From an optimization exercise on the open Yosys and OpenROAD flow, aimed at small area, a short achievable clock period and few clock cycles per item; shortcuts taken in it are not production practice.
In this exercise RTL edits were held to simulation tests only and were not proved equivalent to the original.

[flow/config.mk]
export PLATFORM = sky130hd
export DESIGN_NAME = kepler_orbit_solver
export DESIGN_NICKNAME = kepler_orbit_solver
export VERILOG_FILES = /design/flow/design.v
export SDC_FILE = /design/flow/constraint.sdc
export NUM_CORES = 4
export LEC_CHECK = 0
export CAP_MARGIN = 20
export CORE_MARGIN = 2
export CORE_UTILIZATION = 40
export SLEW_MARGIN = 20
[flow/constraint.sdc]
create_clock -name core_clock -period 10.0 [get_ports {clk}]
set_input_delay 2.0000 -clock core_clock [delete_from_list [all_inputs] [get_ports {clk}]]
set_output_delay 2.0000 -clock core_clock [all_outputs]
set_load 0.01 [all_outputs]
[flow/design.v]
package kos_pkg;
  localparam int ANG_W        = 27;   
  localparam int EST_W        = 26;   
  localparam int VEC_W        = 36;   
  localparam int MUL_W        = 34;   
  localparam int PROD_W       = 2 * MUL_W;
  localparam int DIVD_W       = 66;   
  localparam int DVSR_W       = 34;   
  localparam int SQ_W         = 61;   
  localparam int SQ_STEPS     = (SQ_W + 1) / 2;
  localparam int CORDIC_STEPS = 19;
  localparam int STEP_W       = 5;
  localparam int CNT_W        = 7;
  typedef logic signed [ANG_W-1:0]  ang_t;
  typedef logic signed [EST_W-1:0]  est_t;
  typedef logic signed [VEC_W-1:0]  vec_t;
  typedef logic signed [MUL_W-1:0]  mop_t;
  typedef logic signed [PROD_W-1:0] prod_t;
  localparam ang_t DEG360 = 27'sd23592960;
  localparam ang_t DEG180 = 27'sd11796480;
  localparam ang_t DEG90  = 27'sd5898240;
  localparam est_t E_LOW  = -26'sd3754937;
  localparam est_t E_HIGH = 26'sd27347897;
  localparam mop_t ONE_Q30     = 34'sd1073741824;
  localparam mop_t RAD_TO_DEG  = 34'sd961263669;
  localparam vec_t CORDIC_GAIN = 36'sd652032874;
  localparam logic [32:0] RADIUS_MAX = 33'h1_FFFF_FFFF;
  localparam logic [3:0]  ITER_RESET = 4'd10;
  localparam logic [15:0] TOL_RESET  = 16'd328;
  localparam logic CFG_ITER_LIMIT = 1'b0;
  localparam logic CFG_TOLERANCE  = 1'b1;
  typedef enum logic [4:0] {
    ST_IDLE, ST_CS_START, ST_CS_WAIT, ST_SC, ST_SC_W,
    ST_EC, ST_EC_W, ST_EC2, ST_EC2_W,
    ST_T2, ST_T2_W, ST_EST,
    ST_F2, ST_DIV_W, ST_CHK,
    ST_SQ, ST_SQ_W, ST_Y2, ST_AT_W,
    ST_RD2, ST_RD2_W, ST_RD3, ST_RD_DIV, ST_DONE
  } state_t;
  typedef enum logic [1:0] {PH_INIT, PH_NEWTON, PH_TRUE, PH_RAD} phase_t;
  typedef struct packed {
    logic start;
    logic vec_mode;    
    vec_t x;
    vec_t y;
    ang_t z;
  } cordic_req_t;
  function automatic ang_t atan_deg(input logic [STEP_W-1:0] i);
    ang_t r;
    unique case (i)
      5'd0:  r = 27'sd2949120;
      5'd1:  r = 27'sd1740967;
      5'd2:  r = 27'sd919879;
      5'd3:  r = 27'sd466945;
      5'd4:  r = 27'sd234379;
      5'd5:  r = 27'sd117304;
      5'd6:  r = 27'sd58666;
      5'd7:  r = 27'sd29335;
      5'd8:  r = 27'sd14668;
      5'd9:  r = 27'sd7334;
      5'd10: r = 27'sd3667;
      5'd11: r = 27'sd1833;
      5'd12: r = 27'sd917;
      5'd13: r = 27'sd458;
      5'd14: r = 27'sd229;
      5'd15: r = 27'sd115;
      5'd16: r = 27'sd57;
      5'd17: r = 27'sd29;
      5'd18: r = 27'sd14;
      default: r = '0;
    endcase
    atan_deg = r;
  endfunction
  function automatic prod_t rnd_sh(input prod_t p, input int unsigned s);
    rnd_sh = (p + (prod_t'(1) <<< (s - 1))) >>> s;
  endfunction
endpackage
module kos_cordic (
  input  logic                clk,
  input  logic                rst_n,
  input  kos_pkg::cordic_req_t req,
  output logic                done,
  output kos_pkg::vec_t       x_out,
  output kos_pkg::vec_t       y_out,
  output kos_pkg::ang_t       z_out
);
  kos_pkg::vec_t x_r, y_r, x_nxt, y_nxt;
  kos_pkg::ang_t z_r, z_nxt;
  logic vec_r;
  logic busy_r, done_r;
  logic [kos_pkg::STEP_W-1:0] step_r;
  logic ccw;
  always_comb begin
    ccw   = vec_r ? y_r[kos_pkg::VEC_W-1] : !z_r[kos_pkg::ANG_W-1];
    if (ccw) begin
      x_nxt = x_r - (y_r >>> step_r);
      y_nxt = y_r + (x_r >>> step_r);
      z_nxt = z_r - kos_pkg::atan_deg(step_r);
    end else begin
      x_nxt = x_r + (y_r >>> step_r);
      y_nxt = y_r - (x_r >>> step_r);
      z_nxt = z_r + kos_pkg::atan_deg(step_r);
    end
  end
  always_ff @(posedge clk) begin
    if (!rst_n) begin
      busy_r <= 1'b0;
      done_r <= 1'b0;
      step_r <= '0;
    end else begin
      done_r <= 1'b0;
      if (req.start) begin
        busy_r <= 1'b1;
        step_r <= '0;
      end else if (busy_r) begin
        step_r <= step_r + 1'b1;
        if (step_r == kos_pkg::STEP_W'(kos_pkg::CORDIC_STEPS - 1)) begin
          busy_r <= 1'b0;
          done_r <= 1'b1;
        end
      end
    end
  end
  always_ff @(posedge clk) begin
    if (req.start) begin
      x_r   <= req.x;
      y_r   <= req.y;
      z_r   <= req.z;
      vec_r <= req.vec_mode;
    end else if (busy_r) begin
      x_r <= x_nxt;
      y_r <= y_nxt;
      z_r <= z_nxt;
    end
  end
  assign done  = done_r;
  assign x_out = x_r;
  assign y_out = y_r;
  assign z_out = z_r;
endmodule
module kos_divider (
  input  logic                         clk,
  input  logic                         rst_n,
  input  logic                         start,
  input  logic [kos_pkg::DIVD_W-1:0]   dividend,
  input  logic [kos_pkg::DVSR_W-1:0]   divisor,
  output logic                         done,
  output logic [kos_pkg::DIVD_W-1:0]   quotient
);
  logic [kos_pkg::DVSR_W-1:0] rem_r, dvs_r;
  logic [kos_pkg::DIVD_W-1:0] quo_r;
  logic [kos_pkg::CNT_W-1:0]  cnt_r;
  logic busy_r, done_r;
  logic [kos_pkg::DVSR_W:0]   rem2;
  logic                       fits;
  always_comb begin
    rem2 = {rem_r, quo_r[kos_pkg::DIVD_W-1]};
    fits = rem2 >= {1'b0, dvs_r};
  end
  always_ff @(posedge clk) begin
    if (!rst_n) begin
      busy_r <= 1'b0;
      done_r <= 1'b0;
      cnt_r  <= '0;
    end else begin
      done_r <= 1'b0;
      if (start) begin
        busy_r <= 1'b1;
        cnt_r  <= '0;
      end else if (busy_r) begin
        cnt_r <= cnt_r + 1'b1;
        if (cnt_r == kos_pkg::CNT_W'(kos_pkg::DIVD_W - 1)) begin
          busy_r <= 1'b0;
          done_r <= 1'b1;
        end
      end
    end
  end
  always_ff @(posedge clk) begin
    if (start) begin
      rem_r <= '0;
      quo_r <= dividend;
      dvs_r <= divisor;
    end else if (busy_r) begin
      rem_r <= fits ? kos_pkg::DVSR_W'(rem2 - {1'b0, dvs_r})
                    : rem2[kos_pkg::DVSR_W-1:0];
      quo_r <= {quo_r[kos_pkg::DIVD_W-2:0], fits};
    end
  end
  assign done     = done_r;
  assign quotient = quo_r;
endmodule
module kos_isqrt (
  input  logic                     clk,
  input  logic                     rst_n,
  input  logic                     start,
  input  logic [kos_pkg::SQ_W-1:0] radicand,
  output logic                     done,
  output logic [kos_pkg::SQ_W-1:0] root
);
  logic [kos_pkg::SQ_W-1:0] n_r, r_r, b;
  logic [kos_pkg::SQ_W:0]   trial;
  logic [kos_pkg::STEP_W-1:0] k_r;
  logic busy_r, done_r;
  always_comb begin
    b     = kos_pkg::SQ_W'(1) << {k_r, 1'b0};
    trial = {1'b0, r_r} + {1'b0, b};
  end
  always_ff @(posedge clk) begin
    if (!rst_n) begin
      busy_r <= 1'b0;
      done_r <= 1'b0;
      k_r    <= '0;
    end else begin
      done_r <= 1'b0;
      if (start) begin
        busy_r <= 1'b1;
        k_r    <= kos_pkg::STEP_W'(kos_pkg::SQ_STEPS - 1);
      end else if (busy_r) begin
        k_r <= k_r - 1'b1;
        if (k_r == '0) begin
          busy_r <= 1'b0;
          done_r <= 1'b1;
        end
      end
    end
  end
  always_ff @(posedge clk) begin
    if (start) begin
      n_r <= radicand;
      r_r <= '0;
    end else if (busy_r) begin
      if ({1'b0, n_r} >= trial) begin
        n_r <= n_r - trial[kos_pkg::SQ_W-1:0];
        r_r <= (r_r >> 1) + b;
      end else begin
        r_r <= r_r >> 1;
      end
    end
  end
  assign done = done_r;
  assign root = r_r;
endmodule
module kepler_orbit_solver (
  input  logic        clk,
  input  logic        rst_n,
  input  logic        in_tvalid,
  output logic        in_tready,
  input  logic [79:0] in_tdata,    
  output logic        out_tvalid,
  input  logic        out_tready,
  output logic [87:0] out_tdata,   
  input  logic        cfg_wr_en,
  input  logic        cfg_index,
  input  logic [15:0] cfg_wdata
);
  kos_pkg::state_t state_r, state_nxt;
  kos_pkg::phase_t phase_r;
  logic [3:0]  iter_limit_r;
  logic [15:0] tol_r;
  logic [24:0] m_r;
  logic [15:0] e_r;
  logic [31:0] a_r;
  logic [32:0] ome2_r;
  logic [3:0]  k_r;
  kos_pkg::ang_t ang_r;
  logic        flip_r;
  kos_pkg::mop_t s_r, c_r, es_r, ec_r, den_r;
  kos_pkg::est_t est_r, nxt_r;
  logic        fneg_r;
  logic [30:0] root_r;
  logic [24:0] v_r;
  logic [32:0] rad_r;
  kos_pkg::mop_t mul_a_r, mul_b_r, mul_a_nxt, mul_b_nxt;
  kos_pkg::prod_t prod_r;
  logic        out_valid_r;
  logic [25:0] o_ecc_r;
  logic [24:0] o_true_r;
  logic [32:0] o_rad_r;
  kos_pkg::cordic_req_t cord_req;
  logic          cord_done;
  kos_pkg::vec_t cord_x, cord_y;
  kos_pkg::ang_t cord_z;
  logic                        div_start, div_done;
  logic [kos_pkg::DIVD_W-1:0]  div_dividend, div_quot;
  logic [kos_pkg::DVSR_W-1:0]  div_divisor;
  logic                        sq_start, sq_done;
  logic [kos_pkg::SQ_W-1:0]    sq_root;
  kos_pkg::ang_t a1, a2, a3;
  logic          flip;
  kos_pkg::prod_t r16, r30, r38;
  kos_pkg::vec_t  f_val, f_abs;
  kos_pkg::mop_t  g_val, den_val;
  kos_pkg::prod_t q_s, diff;
  kos_pkg::est_t  nxt_val;
  logic signed [kos_pkg::EST_W:0] step_d;
  logic [kos_pkg::EST_W:0]        step_abs;
  kos_pkg::vec_t  tx, ty;
  kos_pkg::ang_t  vz;
  logic           can_out, last_step;
  always_comb begin
    if (ang_r < 0)                    a1 = ang_r + kos_pkg::DEG360;
    else if (ang_r >= kos_pkg::DEG360) a1 = ang_r - kos_pkg::DEG360;
    else                              a1 = ang_r;
    a2   = (a1 > kos_pkg::DEG180) ? a1 - kos_pkg::DEG360 : a1;
    flip = 1'b0;
    a3   = a2;
    if (a2 > kos_pkg::DEG90) begin
      a3   = a2 - kos_pkg::DEG180;
      flip = 1'b1;
    end else if (a2 < -kos_pkg::DEG90) begin
      a3   = a2 + kos_pkg::DEG180;
      flip = 1'b1;
    end
    r16 = kos_pkg::rnd_sh(prod_r, 16);
    r30 = kos_pkg::rnd_sh(prod_r, 30);
    r38 = kos_pkg::rnd_sh(prod_r, 38);
    f_val = kos_pkg::VEC_W'(est_r) - kos_pkg::VEC_W'(r38)
            - kos_pkg::VEC_W'({11'b0, m_r});
    f_abs = f_val[kos_pkg::VEC_W-1] ? -f_val : f_val;
    g_val = kos_pkg::ONE_Q30 - ec_r;
    if (g_val < 1) g_val = kos_pkg::mop_t'(1);
    q_s  = kos_pkg::prod_t'({2'b0, div_quot});
    if (fneg_r) q_s = -q_s;
    diff = kos_pkg::prod_t'(est_r) - q_s;
    if (diff < kos_pkg::prod_t'(kos_pkg::E_LOW))       nxt_val = kos_pkg::E_LOW;
    else if (diff > kos_pkg::prod_t'(kos_pkg::E_HIGH)) nxt_val = kos_pkg::E_HIGH;
    else                                               nxt_val = diff[kos_pkg::EST_W-1:0];
    step_d    = (kos_pkg::EST_W+1)'(nxt_r) - (kos_pkg::EST_W+1)'(est_r);
    step_abs  = step_d[kos_pkg::EST_W] ? unsigned'(-step_d) : unsigned'(step_d);
    last_step = ({1'b0, k_r} + 5'd1) == {1'b0, iter_limit_r};
    tx = kos_pkg::VEC_W'(c_r) - kos_pkg::VEC_W'({e_r, 14'b0});
    ty = r30[kos_pkg::VEC_W-1:0];
    if (cord_z < 0)                     vz = cord_z + kos_pkg::DEG360;
    else if (cord_z >= kos_pkg::DEG360) vz = cord_z - kos_pkg::DEG360;
    else                                vz = cord_z;
    den_val = kos_pkg::ONE_Q30 + r16[kos_pkg::MUL_W-1:0];
    if (den_val < 1) den_val = kos_pkg::mop_t'(1);
    can_out = !out_valid_r || out_tready;
  end
  always_comb begin
    state_nxt = state_r;
    unique case (state_r)
      kos_pkg::ST_IDLE:     if (in_tvalid) state_nxt = kos_pkg::ST_CS_START;
      kos_pkg::ST_CS_START: state_nxt = kos_pkg::ST_CS_WAIT;
      kos_pkg::ST_CS_WAIT:  if (cord_done) state_nxt = kos_pkg::ST_SC;
      kos_pkg::ST_SC:       state_nxt = kos_pkg::ST_SC_W;
      kos_pkg::ST_SC_W: begin
        unique case (phase_r)
          kos_pkg::PH_TRUE: state_nxt = kos_pkg::ST_Y2;
          kos_pkg::PH_RAD:  state_nxt = kos_pkg::ST_RD2;
          default:          state_nxt = kos_pkg::ST_EC;
        endcase
      end
      kos_pkg::ST_EC:       state_nxt = kos_pkg::ST_EC_W;
      kos_pkg::ST_EC_W:     state_nxt = kos_pkg::ST_EC2;
      kos_pkg::ST_EC2:      state_nxt = kos_pkg::ST_EC2_W;
      kos_pkg::ST_EC2_W:
        state_nxt = (phase_r == kos_pkg::PH_INIT) ? kos_pkg::ST_T2 : kos_pkg::ST_F2;
      kos_pkg::ST_T2:       state_nxt = kos_pkg::ST_T2_W;
      kos_pkg::ST_T2_W:     state_nxt = kos_pkg::ST_EST;
      kos_pkg::ST_EST:
        state_nxt = (iter_limit_r == '0) ? kos_pkg::ST_SQ : kos_pkg::ST_CS_START;
      kos_pkg::ST_F2:       state_nxt = kos_pkg::ST_DIV_W;
      kos_pkg::ST_DIV_W:    if (div_done) state_nxt = kos_pkg::ST_CHK;
      kos_pkg::ST_CHK: begin
        if (step_abs < {11'b0, tol_r} || last_step) state_nxt = kos_pkg::ST_SQ;
        else                                        state_nxt = kos_pkg::ST_CS_START;
      end
      kos_pkg::ST_SQ:       state_nxt = kos_pkg::ST_SQ_W;
      kos_pkg::ST_SQ_W:     if (sq_done) state_nxt = kos_pkg::ST_CS_START;
      kos_pkg::ST_Y2:
        state_nxt = (tx == '0 && ty == '0) ? kos_pkg::ST_CS_START : kos_pkg::ST_AT_W;
      kos_pkg::ST_AT_W:     if (cord_done) state_nxt = kos_pkg::ST_CS_START;
      kos_pkg::ST_RD2:      state_nxt = kos_pkg::ST_RD2_W;
      kos_pkg::ST_RD2_W:    state_nxt = kos_pkg::ST_RD3;
      kos_pkg::ST_RD3:      state_nxt = kos_pkg::ST_RD_DIV;
      kos_pkg::ST_RD_DIV:   if (div_done) state_nxt = kos_pkg::ST_DONE;
      kos_pkg::ST_DONE:     if (can_out) state_nxt = kos_pkg::ST_IDLE;
      default:              state_nxt = kos_pkg::ST_IDLE;
    endcase
  end
  always_comb begin
    cord_req     = '0;
    div_start    = 1'b0;
    div_dividend = '0;
    div_divisor  = '0;
    sq_start     = 1'b0;
    mul_a_nxt    = mul_a_r;
    mul_b_nxt    = mul_b_r;
    unique case (state_r)
      kos_pkg::ST_CS_START: begin
        cord_req.start = 1'b1;
        cord_req.x     = kos_pkg::CORDIC_GAIN;
        cord_req.z     = a3;
      end
      kos_pkg::ST_SC: begin
        unique case (phase_r)
          kos_pkg::PH_TRUE: begin
            mul_a_nxt = kos_pkg::mop_t'({3'b0, root_r});
            mul_b_nxt = s_r;
          end
          kos_pkg::PH_RAD: begin
            mul_a_nxt = kos_pkg::mop_t'({18'b0, e_r});
            mul_b_nxt = c_r;
          end
          default: begin
            mul_a_nxt = kos_pkg::mop_t'({18'b0, e_r});
            mul_b_nxt = s_r;
          end
        endcase
      end
      kos_pkg::ST_EC: begin
        mul_a_nxt = kos_pkg::mop_t'({18'b0, e_r});
        mul_b_nxt = c_r;
      end
      kos_pkg::ST_EC2: begin
        mul_a_nxt = es_r;
        mul_b_nxt = (phase_r == kos_pkg::PH_INIT)
                    ? kos_pkg::ONE_Q30 + r16[kos_pkg::MUL_W-1:0] : kos_pkg::RAD_TO_DEG;
      end
      kos_pkg::ST_T2: begin
        mul_a_nxt = r30[kos_pkg::MUL_W-1:0];
        mul_b_nxt = kos_pkg::RAD_TO_DEG;
      end
      kos_pkg::ST_F2: begin
        div_start    = 1'b1;
        div_dividend = kos_pkg::DIVD_W'(unsigned'(f_abs)) << 30;
        div_divisor  = unsigned'(g_val);
      end
      kos_pkg::ST_SQ:   sq_start = 1'b1;
      kos_pkg::ST_Y2: begin
        cord_req.start    = !(tx == '0 && ty == '0);
        cord_req.vec_mode = 1'b1;
        cord_req.x        = tx[kos_pkg::VEC_W-1] ? -tx : tx;
        cord_req.y        = tx[kos_pkg::VEC_W-1] ? -ty : ty;
        cord_req.z        = tx[kos_pkg::VEC_W-1] ? kos_pkg::DEG180 : '0;
      end
      kos_pkg::ST_RD2: begin
        mul_a_nxt = kos_pkg::mop_t'({2'b0, a_r});
        mul_b_nxt = kos_pkg::mop_t'({1'b0, ome2_r});
      end
      kos_pkg::ST_RD3: begin
        div_start    = 1'b1;
        div_dividend = prod_r[kos_pkg::DIVD_W-1:0]
                       + (kos_pkg::DIVD_W'(unsigned'(den_r)) << 1);
        div_divisor  = unsigned'(den_r) << 2;
      end
      default: ;
    endcase
  end
  always_ff @(posedge clk) begin
    if (!rst_n) begin
      state_r      <= kos_pkg::ST_IDLE;
      iter_limit_r <= kos_pkg::ITER_RESET;
      tol_r        <= kos_pkg::TOL_RESET;
      out_valid_r  <= 1'b0;
    end else begin
      state_r <= state_nxt;
      if (cfg_wr_en) begin
        unique case (cfg_index)
          kos_pkg::CFG_ITER_LIMIT: iter_limit_r <= cfg_wdata[3:0];
          kos_pkg::CFG_TOLERANCE:  tol_r        <= cfg_wdata;
          default: ;
        endcase
      end
      if (state_r == kos_pkg::ST_DONE && can_out) out_valid_r <= 1'b1;
      else if (out_tready)                        out_valid_r <= 1'b0;
    end
  end
  always_ff @(posedge clk) begin
    mul_a_r <= mul_a_nxt;
    mul_b_r <= mul_b_nxt;
    prod_r  <= mul_a_r * mul_b_r;
    unique case (state_r)
      kos_pkg::ST_IDLE: if (in_tvalid) begin
        m_r     <= in_tdata[24:0];
        e_r     <= in_tdata[40:25];
        a_r     <= in_tdata[72:41];
        ome2_r  <= 33'h1_0000_0000
                   - {1'b0, 32'(in_tdata[40:25]) * 32'(in_tdata[40:25])};
        ang_r   <= kos_pkg::ang_t'({2'b0, in_tdata[24:0]});
        phase_r <= kos_pkg::PH_INIT;
        k_r     <= '0;
      end
      kos_pkg::ST_CS_START: flip_r <= flip;
      kos_pkg::ST_CS_WAIT: if (cord_done) begin
        s_r <= flip_r ? -cord_y[kos_pkg::MUL_W-1:0] : cord_y[kos_pkg::MUL_W-1:0];
        c_r <= flip_r ? -cord_x[kos_pkg::MUL_W-1:0] : cord_x[kos_pkg::MUL_W-1:0];
      end
      kos_pkg::ST_EC:  es_r <= r16[kos_pkg::MUL_W-1:0];
      kos_pkg::ST_EC2: ec_r <= r16[kos_pkg::MUL_W-1:0];
      kos_pkg::ST_EST: begin
        if (kos_pkg::prod_t'($signed({2'b0, m_r})) + r38 < kos_pkg::prod_t'(kos_pkg::E_LOW)) begin
          est_r <= kos_pkg::E_LOW;
          nxt_r <= kos_pkg::E_LOW;
          ang_r <= kos_pkg::ANG_W'(kos_pkg::E_LOW);
        end else if (kos_pkg::prod_t'($signed({2'b0, m_r})) + r38
                     > kos_pkg::prod_t'(kos_pkg::E_HIGH)) begin
          est_r <= kos_pkg::E_HIGH;
          nxt_r <= kos_pkg::E_HIGH;
          ang_r <= kos_pkg::ANG_W'(kos_pkg::E_HIGH);
        end else begin
          est_r <= kos_pkg::EST_W'(kos_pkg::prod_t'($signed({2'b0, m_r})) + r38);
          nxt_r <= kos_pkg::EST_W'(kos_pkg::prod_t'($signed({2'b0, m_r})) + r38);
          ang_r <= kos_pkg::ANG_W'(kos_pkg::prod_t'($signed({2'b0, m_r})) + r38);
        end
        phase_r <= kos_pkg::PH_NEWTON;
      end
      kos_pkg::ST_F2:    fneg_r <= f_val[kos_pkg::VEC_W-1];
      kos_pkg::ST_DIV_W: if (div_done) nxt_r <= nxt_val;
      kos_pkg::ST_CHK: begin
        est_r <= nxt_r;
        ang_r <= kos_pkg::ANG_W'(nxt_r);
        k_r   <= k_r + 1'b1;
      end
      kos_pkg::ST_SQ_W: if (sq_done) begin
        root_r  <= sq_root[30:0];
        ang_r   <= kos_pkg::ANG_W'(nxt_r);
        phase_r <= kos_pkg::PH_TRUE;
      end
      kos_pkg::ST_Y2: begin
        v_r     <= '0;
        ang_r   <= '0;
        phase_r <= kos_pkg::PH_RAD;
      end
      kos_pkg::ST_AT_W: if (cord_done) begin
        v_r   <= vz[24:0];
        ang_r <= vz;
      end
      kos_pkg::ST_RD2: den_r <= den_val;
      kos_pkg::ST_RD_DIV: if (div_done) begin
        rad_r <= (div_quot > kos_pkg::DIVD_W'(kos_pkg::RADIUS_MAX))
                 ? kos_pkg::RADIUS_MAX : div_quot[32:0];
      end
      kos_pkg::ST_DONE: if (can_out) begin
        o_ecc_r  <= unsigned'(nxt_r);
        o_true_r <= v_r;
        o_rad_r  <= rad_r;
      end
      default: ;
    endcase
  end
  kos_cordic u_cordic (
    .clk   (clk),
    .rst_n (rst_n),
    .req   (cord_req),
    .done  (cord_done),
    .x_out (cord_x),
    .y_out (cord_y),
    .z_out (cord_z)
  );
  kos_divider u_divider (
    .clk      (clk),
    .rst_n    (rst_n),
    .start    (div_start),
    .dividend (div_dividend),
    .divisor  (div_divisor),
    .done     (div_done),
    .quotient (div_quot)
  );
  kos_isqrt u_isqrt (
    .clk      (clk),
    .rst_n    (rst_n),
    .start    (sq_start),
    .radicand ({ome2_r, 28'b0}),
    .done     (sq_done),
    .root     (sq_root)
  );
  assign in_tready  = (state_r == kos_pkg::ST_IDLE);
  assign out_tvalid = out_valid_r;
  assign out_tdata  = {4'b0, o_rad_r, o_true_r, o_ecc_r};
endmodule
[flow/run.sh]
#!/bin/bash
# synth_recipe.tcl (not shown) runs the flow's synth.tcl, then flattens the netlist and writes it again
# the make line also repeats each setting of config.mk as NAME=value (left out here)
make -C /OpenROAD-flow-scripts/flow DESIGN_CONFIG=/design/flow/config.mk WORK_HOME=/design/flow/orfs CLKGATE_MAP_FILE= SYNTH_SCRIPT=/design/flow/synth_recipe.tcl finish
==> results.cfg <==
[final_layout]
final_core_util = 0.436
final_cell_mix = inv_1, nand2_1, fa_1
final_common_cell = inv_1
fin_area_sq_um = 146000
fillers = 33000
fin_cells = 19500
nets = 17300
drive_gt1_frac = 0.0533
area_delta_synth_final_pct = 8.66

[sta]
holdWs_ns = 0.414
min_period_over_period = 0.946
finalHoldViolations = 0
fin_skew_ns = 0.0636
setup_tns_ns = 0
setup_ws_ns = 0.537
setup_viol = 0
tightest_slew_ns = 1.24
post-route-min-period_ns = 9.46
max_freq_ghz = 0.106
rsz0062_at_grt = false
max_slew_margin = 0.167
final-max-slew-violation-count = 0

[clock_tree]
cts_sinks = 1097
cts_made_buffers = 140
post_cts_resized = 0
ctsHoldBuffers = 0
cts_max_level = 4
ctsRootBufferMaster = clkbuf_16
insertion_delay_ns = 0.89
postCtsSetupBuffers = 0
clkTransAtPathRegs_ns = 0.06
cts_tree = built
clock_path_buffers = 4

[grt]
track_usage = 0.265
gr-total-overflow = 0
grt_max_degree = 78
antenna_found_initial = 36
grt_pass1_wl_um = 687000
grt_pass1_vias = 108000

[worst_setup_path]
worstSetupStartpointType = flip-flop
path_class = flip-flop to flip-flop
setup.worst_path.end_class = flip-flop
cp_max_fo = 17
worst_ep_arrival_time_ns = 10.16
cp_data_required_time_ns = 10.70

[logic_synthesis]
postSynth.asyncResetShare = 0
syn_area_per_cell_sq_um = 8.97
yosysWarnings = 4
synth_ff_type = edfxtp_1
synth_area_sq_um = 135000
synthCells = 15000
synth_edf_count = 835
ys_types = 114
ys_seq_elements = 1097
ys_seq_area_frac = 0.225

[placed_design]
post-place-ws_ns = 0.673
placed_area_sq_um = 142000
portBuffers = 180
dp_hpwl_um = 366000
placed_cells = 19300
place_congestion = 0.995

[detailed_routing]
wl_per_cell_um = 23.5
postRouteAntennaNets = 0
wl_um = 459000
drt_iter0_drc = 12200
vias_per_cell = 5.74
firstDrtPassIters = 10
drc = 0
dr_total_vias = 112000

[status]
status = timing/DRC/antenna clean

[die]
die_area_sq_um = 341000
initial_core_util = 0.401
coreArea_sq_um = 336000
ios = 192
die_w_um = 584
rows = 213
die_h_um = 584

[worst_hold_path]
min_path_type = flip-flop to flip-flop

[run]
drv_cap = 0
## metal layers
| layer | global-route usage | routed length, um | share of wire | vias to the layer above |
|---|---|---|---|---|
| met3 | 0.0591 | 44300 | 0.097 | 841 |
| li1 | - | - | - | 51000 |
| met2 | 0.406 | 202000 | 0.44 | 4771 |
| met4 | 0.112 | 22700 | 0.049 | 8 |
| met5 | 0 | 78 | 0.00017 | - |
| met1 | 0.359 | 190000 | 0.41 | 55500 |
## state kept, by name, indices dropped and copies added, names as in the netlist, 36 cells and up, named ones only
register and flops:
prod_r 68, u_cordic.x_r 36, u_cordic.y_r 36, u_divider.quo_r 66, u_isqrt.n_r 61, u_isqrt.r_r 61
## worst max-delay path, cell delays in order, from the launching register on
cell	delay, ns
edfxtp_1	1.05
buf_4	0.37
nand2_1	0.11
fa_1	0.60
inv_1	0.05
fa_1	0.47
fa_1	0.54
fa_1	0.45
fa_1	0.54
fa_1	0.52
fa_1	0.54
inv_1	0.05
fa_1	0.54
inv_1	0.05
ha_1	0.35
a21oi_1	0.34
o21bai_1	0.15
a211oi_1	0.30
o21ai_0	0.21
a221o_1	0.47
or3_1	0.34
o21ai_0	0.36
o21a_1	0.26
o21ai_0	0.12
buf_4	0.16
nand3_1	0.12
a31oi_1	0.12
xnor2_1	0.13
## layout make-up
| cell class | count | area [sq um] | area share |
|---|---|---|---|
| Antenna cell | 16 | 40.0 | 0.000273 |
| Clock buffer | 176 | 3780 | 0.0258 |
| Clock inverter | 78 | 851 | 0.00581 |
| Inverter | 1891 | 7100 | 0.0485 |
| Multi-Input combinational cell | 11300 | 94700 | 0.647 |
| Sequential cell | 1097 | 30300 | 0.207 |
| Tap cell | 4515 | 5650 | 0.0386 |
| Timing Repair Buffer | 445 | 3910 | 0.0267 |
## cells in the mapped netlist, drive strengths merged (40+ instances only)
cell,count,area share
o21a,129,0.0073
nor2,873,0.024
nor2b,120,0.0056
a222oi,41,0.0030
o41ai,42,0.0027
or4,50,0.0028
o21bai,93,0.0052
and3,121,0.0056
ha,851,0.079
a21o,258,0.014
a31oi,166,0.0078
nand2b,147,0.0068
xor2,428,0.028
a22oi,43,0.0024
a211oi,109,0.0062
dfxtp,262,0.039
a22o,42,0.0027
a21oi,768,0.029
nor3,278,0.011
nand2,1784,0.050
or2,64,0.0030
or3,137,0.0064
xnor2,616,0.040
nand3,198,0.0074
nand4,138,0.0064
a221oi,40,0.0026
mux2i,79,0.0059
nor4,96,0.0046
edfxtp,835,0.19
o31ai,112,0.0063
fa,1435,0.21
mux4,94,0.016
buf,77,0.0027
and2,559,0.026
o211ai,82,0.0046
a31o,41,0.0027
inv,1888,0.053
o22ai,65,0.0030
o21ai,711,0.026
clkbuf,634,0.018
## cells by family after synthesis
logic type | count (synthesis) | synth area share
flip-flops | 1097 | 0.225
buffers and inverters | 2603 | 0.0732
other | 1 | 0.0000278
adder cells (fa/ha/maj) | 2286 | 0.292
AND/OR/NAND/NOR | 4679 | 0.166
AO/OA/AOI/OAI | 3107 | 0.151
multiplexers | 209 | 0.0246
XOR/XNOR | 1044 | 0.0679
## worst paths after layout
| check | startpoint | end | slack [ns] | cells after the start |
|---|---|---|---|---|
| max | mul_a_r[12]$_DFFE_PP_ | prod_r[67]$_DFF_P_ | 0.54 | 27 |
| min | v_r[3]$_SDFFCE_PP0P_ | o_true_r[3]$_DFFE_PP_ | 0.41 | 0 |
| max reg2reg | mul_a_r[12]$_DFFE_PP_ | prod_r[67]$_DFF_P_ | 0.54 | 27 |
| min reg2reg | v_r[3]$_SDFFCE_PP0P_ | o_true_r[3]$_DFFE_PP_ | 0.41 | 0 |
Testbench counts, summed over its fixed seeds: cycles 521,480, items 1,200.

-- afterwards: timing with drivers on the ports --
In the flow no input, the clock included, has a driving cell. The finished layout below was timed again as built, in two steps. Step 1 (the two cells are an assumption about what drives the block):
set clk [get_ports {clk}]
set_driving_cell -lib_cell sky130_fd_sc_hd__clkbuf_16 $clk
set_driving_cell -lib_cell sky130_fd_sc_hd__buf_2 [delete_from_list [all_inputs] $clk]
Step 2 times the ports against the registers' clock, not the clock port: input delays grow and output delays shrink by t, the midpoint of the rising clock arrivals with the driver on. Three values: ideal, step 1, step 2; two values: the first two.
t (ns): 0.957
setup WS [ns]: 0.537 / 0.537 / 0.537
hold slack, ns: 0.414 / 0.414 / 0.414
After both steps setup and hold are still met in this run. The setup slack of this run moves by 0.000 ns with the drivers and by 0.000 ns with both steps.
